Source: an optimization exercise on an open RTL-to-GDS flow (aim: small area). Production flows keep margins and buffers that such runs may drop. The RTL was checked by simulation tests, not by an equivalence proof against the original design. No activity file was given, so power comes from the tool's default toggle rates.

JK:
==> flow/design.v <==
module enigma_top (
  input  logic         clk,
  input  logic         reset_n,
  input  logic         set,
  input  logic         en,
  input  logic         valid,
  input  logic         dec,
  input  logic [7:0]   din,
  input  logic [31:0]  first_offset,
  input  logic [31:0]  second_offset,
  input  logic [31:0]  third_offset,
  input  logic [31:0]  first_delay,
  input  logic [31:0]  second_delay,
  input  logic [31:0]  third_delay,
  input  logic [207:0] first_idx_in,
  input  logic [207:0] second_idx_in,
  input  logic [207:0] third_idx_in,
  input  logic [207:0] reflector_idx_in,
  output logic [7:0]   dout,
  output logic         done
);
  function automatic logic [4:0] addv(input logic [4:0] a, input logic [4:0] b);
    logic [5:0] s;
    s = {1'b0, a} + {1'b0, b};
    if (s > 6'd26) s = s - 6'd26;
    addv = s[4:0];
  endfunction
  function automatic logic [4:0] subv(input logic [4:0] u, input logic [4:0] b);
    if (u > b) subv = u - b;
    else subv = u + 5'd26 - b;
  endfunction
  function automatic logic [4:0] inc26(input logic [4:0] a);
    inc26 = (a == 5'd25) ? 5'd0 : a + 5'd1;
  endfunction
  function automatic logic [4:0] dec26(input logic [4:0] a);
    dec26 = (a == 5'd0) ? 5'd25 : a - 5'd1;
  endfunction
  function automatic logic [15:0] csa(input logic [7:0] a, input logic [7:0] b, input logic [7:0] c);
    logic [7:0] s, k;
    s = a ^ b ^ c;
    k = (a & b) | (a & c) | (b & c);
    csa = {k[6:0], 1'b0, s};
  endfunction
  function automatic logic [8:0] radd(input logic [8:0] a, input logic [8:0] b, input logic ci);
    logic [8:0] s;
    logic c;
    c = ci;
    for (int i = 0; i < 9; i++) begin
      s[i] = a[i] ^ b[i] ^ c;
      c = (a[i] & b[i]) | (a[i] & c) | (b[i] & c);
    end
    radd = s;
  endfunction
  function automatic logic [4:0] mod26(input logic [31:0] v);
    logic [7:0] a, b, c, d, e, f;
    logic [15:0] x1, x2, x3, x4;
    logic [8:0] s;
    logic [6:0] t;
    logic [3:0] m;
    a = {2'b0, v[5:0]};
    b = {2'b0, v[17:12]};
    c = {2'b0, v[29:24]};
    d = {2'b0, ~v[11:6]};
    e = {2'b0, ~v[23:18]};
    f = {6'b0, ~v[31:30]};
    x1 = csa(a, b, c);
    x2 = csa(d, e, f);
    x3 = csa(x1[7:0], x1[15:8], x2[7:0]);
    x4 = csa(x3[7:0], x3[15:8], x2[15:8]);
    s = radd({1'b0, x4[7:0]}, {1'b0, x4[15:8]}, 1'b1);
    t = 7'd13 + {1'b0, s[5:0]} - {4'b0, s[8:6]};
    m = 4'(t % 7'd13);
    mod26 = {1'b0, m} + ((m[0] ^ v[0]) ? 5'd13 : 5'd0);
  endfunction
  logic [3:0]   ph;                   
  logic         done_q;
  logic [7:0]   dout_q;
  logic [7:0]   r;                    
  logic         lt;                   
  logic [4:0]   p [3];                
  logic [129:0] tr0, tr1, tr2, tr3;
  logic [1:0]   o;                    
  logic         late;                 
  logic [31:0]  ce0, cen1, ce2;
  logic [31:0]  cd0, cdn1, cd2;
  logic [1:0]   rph;                  
  logic [2:0]   z, ini, pend, st;
  logic         dir;                  
  logic acc, acc_l, acc_dec, letter_in;
  assign letter_in = (din >= 8'd65) && (din <= 8'd90);
  assign acc     = !reset_n && !set && valid && en && (ph == 4'd0);
  assign acc_l   = acc && letter_in;
  assign acc_dec = acc_l && dec;
  logic [2:0] bor;
  assign bor[0] = z[0];
  assign bor[1] = z[0] & z[1];
  assign bor[2] = z[0] & z[1] & z[2];
  logic [129:0] tsel;
  logic [4:0]   psel, key, kp, uf, ub, u, res;
  logic [2:0]   k;
  logic [1:0]   tn;
  logic         bwd, hs, lk;
  always_comb begin
    k = 3'(ph - {3'b000, late});
    lk = (ph != 4'd0) && (k != 3'd0);
    case (k)
      3'd1, 3'd7: begin tn = 2'd0; psel = p[0]; end
      3'd2, 3'd6: begin tn = 2'd1; psel = p[1]; end
      3'd3, 3'd5: begin tn = 2'd2; psel = p[2]; end
      default:    begin tn = 2'd3; psel = 5'd0; end
    endcase
    hs = tn[1] ^ o[1];
    tsel = hs ? tr2 : tr0;                
    bwd = (k == 3'd5) || (k == 3'd6) || (k == 3'd7);
    key = addv(r[4:0], psel);
    kp = key ^ {5{~o[0]}};
    uf = 5'd0;
    ub = 5'd0;
    for (int i = 0; i < 26; i++) begin
      uf = uf | ({5{key == 5'(i + 1)}} & tsel[5*i +: 5]);
      if (tsel[5*i +: 5] == kp) ub = ub | 5'(i + 1);
    end
    uf = uf ^ {5{~o[0]}};
    u = bwd ? ub : uf;
    res = subv(u, psel);
  end
  logic [31:0] e_eff, e_pm, e_new;
  logic [31:0] flip;
  logic        pr, zr, ir, wrap;
  logic [4:0]  red, pinit;
  always_comb begin
    pr = pend[rph];
    zr = z[rph];
    ir = ini[rph];
    e_eff = (cd0 == 32'd0) ? 32'd1 : cd0;
    flip[0] = 1'b1;
    for (int i = 1; i < 32; i++) flip[i] = flip[i-1] & (ce0[i-1] ^ dir);
    e_pm = ce0 ^ flip;
    wrap = dir ? zr : (ce0 == e_eff);
    if (ir) e_new = 32'd1;
    else if (!pr) e_new = ce0;
    else if (wrap) e_new = dir ? e_eff : 32'd1;
    else e_new = e_pm;
    red = mod26(ce0);
    pinit = (((pend[rph] & dir) | (acc_dec & bor[rph])) != 1'b0) ? dec26(red) : red;
  end
  always_ff @(posedge clk) begin
    if (set) begin
      for (int i = 0; i < 26; i++) begin
        tr0[5*i +: 5] <= ~first_idx_in[8*i +: 5];
        tr1[5*i +: 5] <= ~second_idx_in[8*i +: 5];
        tr2[5*i +: 5] <= ~third_idx_in[8*i +: 5];
        tr3[5*i +: 5] <= ~reflector_idx_in[8*i +: 5];
      end
      o <= 2'd0;
    end else begin
      tr0 <= ~tr1;  tr1 <= ~tr2;  tr2 <= ~tr3;  tr3 <= ~tr0;
      o <= o + 2'd1;
    end
    if (set) begin
      ce0 <= first_offset;  cen1 <= ~second_offset;  ce2 <= third_offset;
      cd0 <= first_delay;   cdn1 <= ~second_delay;   cd2 <= third_delay;
      rph  <= 2'd0;
      z    <= 3'b111;
      ini  <= 3'b111;
      pend <= 3'b000;
      st   <= 3'b000;
    end else begin
      ce0 <= ~cen1;  cen1 <= ~ce2;  ce2 <= e_new;
      cd0 <= ~cdn1;  cdn1 <= ~cd2;  cd2 <= cd0;
      rph <= (rph == 2'd2) ? 2'd0 : rph + 2'd1;
      z[rph]    <= (e_new == 32'd1);
      ini[rph]  <= 1'b0;
      if (pr && !ir && !dir && wrap) begin
        st[rph] <= 1'b1;
        if (rph != 2'd2) pend[rph + 2'd1] <= 1'b1;
      end
      if (!ir) pend[rph] <= 1'b0;
      if (ph == 4'd8) st <= 3'b000;
      if (acc_l) begin
        dir <= dec;
        pend[0] <= 1'b1;
        if (dec) begin
          pend[1] <= z[0];
          pend[2] <= z[0] & z[1];
        end
      end
    end
    for (int k = 0; k < 3; k++) begin
      if (ini[k]) begin
        if (rph == 2'(k)) p[k] <= pinit;
      end else if (acc_dec && bor[k]) p[k] <= dec26(p[k]);
      else if (ph == 4'd8 && st[k]) p[k] <= inc26(p[k]);
    end
    if (acc) begin
      r    <= din;
      lt   <= letter_in;
      late <= ~o[0];
    end else if (lt && lk) begin
      r[4:0] <= res;
    end
    if (reset_n) begin
      ph     <= 4'd0;
      done_q <= 1'b0;
      dout_q <= 8'd0;
    end else if (set) begin
      ph     <= 4'd0;
      done_q <= 1'b0;
    end else begin
      done_q <= (ph == 4'd8);
      if (ph == 4'd8) dout_q <= {r[7:5], (late && lt) ? res : r[4:0]};
      if (acc) ph <= 4'd1;
      else if (ph == 4'd8) ph <= 4'd0;
      else if (ph != 4'd0) ph <= ph + 4'd1;
    end
  end
  assign dout = dout_q;
  assign done = done_q;
endmodule
Settings: LEC_CHECK=0, ABC_AREA=1, CAP_MARGIN=20, CORE_AREA=4 4 556 156, DIE_AREA=0 0 560 160, SLEW_MARGIN=20; clock period 25.0 ns.
standard.sh (not shown) runs the stock make flow with config.mk's settings and CLKGATE_MAP_FILE= SYNTH_SCRIPT=/design/flow/synth_recipe.tcl, a recipe that flattens the netlist after the stock synthesis.
==> flow/flow/run.sh <==
#!/bin/bash
# Own layout flow: the standard flow (standard.sh) with
#  - the same synthesis script, but ABC maps with flow/area.abc (area oriented),
#  - port buffers of the smallest buffer cell,
#  - a clock tree of smaller leaf buffers and without dummy loads.
# The make output goes to flow_make.log; each step's tool log is under orfs/logs/.
set -uo pipefail
W=$PWD
export AREA_ABC_SCRIPT=$W/flow/area.abc
export BUFFER_PORTS_ARGS="-buffer_cell sky130_fd_sc_hd__buf_1"
export CTS_ARGS="-sink_clustering_enable -repair_clock_nets -dont_use_dummy_load -buf_list sky130_fd_sc_hd__clkbuf_8 -root_buf sky130_fd_sc_hd__clkbuf_16 -sink_clustering_size 12 -sink_clustering_max_diameter 50"
cat flow/synth_pre.tcl synth_recipe.tcl > my_synth.tcl
sed -e "s#SYNTH_SCRIPT=[^ ]*#SYNTH_SCRIPT=$W/my_synth.tcl#" standard.sh > my_standard.sh
bash my_standard.sh > flow_make.log 2>&1
==> flow/flow/area.abc <==
strash
balance
rewrite
refactor
balance
rewrite
rewrite -z
balance
refactor -z
rewrite -z
balance
dch -f
amap
topo
==> flow/flow/synth_pre.tcl <==
# Same synthesis as synth_recipe.tcl, with an area-oriented ABC mapping script.
proc abc {args} {
  set i [lsearch -exact $args -script]
  if { $i >= 0 } {
    lset args [expr {$i + 1}] $::env(AREA_ABC_SCRIPT)
  }
  yosys abc {*}$args
}
Input-level comparison between MS and JK:
--- a/flow/flow/run.sh
+++ b/flow/flow/run.sh
@@ -9,5 +9,5 @@
 export AREA_ABC_SCRIPT=$W/flow/area.abc
 export BUFFER_PORTS_ARGS="-buffer_cell sky130_fd_sc_hd__buf_1"
-export CTS_ARGS="-sink_clustering_enable -repair_clock_nets -dont_use_dummy_load -buf_list sky130_fd_sc_hd__clkbuf_8 -root_buf sky130_fd_sc_hd__clkbuf_16 -sink_clustering_size 12 -sink_clustering_max_diameter 50"
+export CTS_ARGS="-sink_clustering_enable -repair_clock_nets -dont_use_dummy_load -buf_list {sky130_fd_sc_hd__clkbuf_8 sky130_fd_sc_hd__clkbuf_16} -root_buf sky130_fd_sc_hd__clkbuf_16 -sink_clustering_size 12 -sink_clustering_max_diameter 50"
 cat flow/synth_pre.tcl synth_recipe.tcl > my_synth.tcl
 sed -e "s#SYNTH_SCRIPT=[^ ]*#SYNTH_SCRIPT=$W/my_synth.tcl#" standard.sh > my_standard.sh
--- outcome ---
JK and MS ended up with roughly the same insertion delay of the later-clocked pin in the worst-skew pair.
Summary — utilization, MS relative to JK: higher, by 1.0 points.
Relative to JK, power per cell area increased by about 1.6% in MS.
MS reports a lower fraction of power spent switching nets than JK does.
Between MS and JK, the die area figures differ only marginally.
~same via count of the routed design in MS and JK
MS ends up with a clock power that is 42% higher than in JK.
The higher number of diodes of MS and JK is in JK.
Looking at MS and JK, the via count of the first global-routing pass is a wash.
From JK to MS the numbers moved as follows: final-layout non-clock buffer area share decreased 0.21 points; total power of the final layout increased 0.28 mW.

-- static timing again, ports no longer ideal --
No port has a modelled driver above. Below, the same layouts with a new extraction and two added sets of constraints. Step 1 (the two cells are an assumption about what drives the block):
set clk [get_ports {clk}]
set_driving_cell -lib_cell sky130_fd_sc_hd__clkbuf_16 $clk
set_driving_cell -lib_cell sky130_fd_sc_hd__buf_2 [delete_from_list [all_inputs] $clk]
Step 2 times the ports against the registers' clock, not the clock port: input delays grow and output delays shrink by t, the midpoint of the rising clock arrivals with the driver on. Three values: ideal ports, drivers, drivers and shift; two values: the first two.
run	shift t [ns]	setup WS [ns]	hold slack, ns	cell pins on the clock port's net
JK	0.662	12.393 / 12.393 / 12.393	0.379 / 0.379 / 0.379	1
MS	0.665	12.413 / 12.413 / 12.413	0.389 / 0.389 / 0.389	1
After both steps every run listed still meets setup and hold.
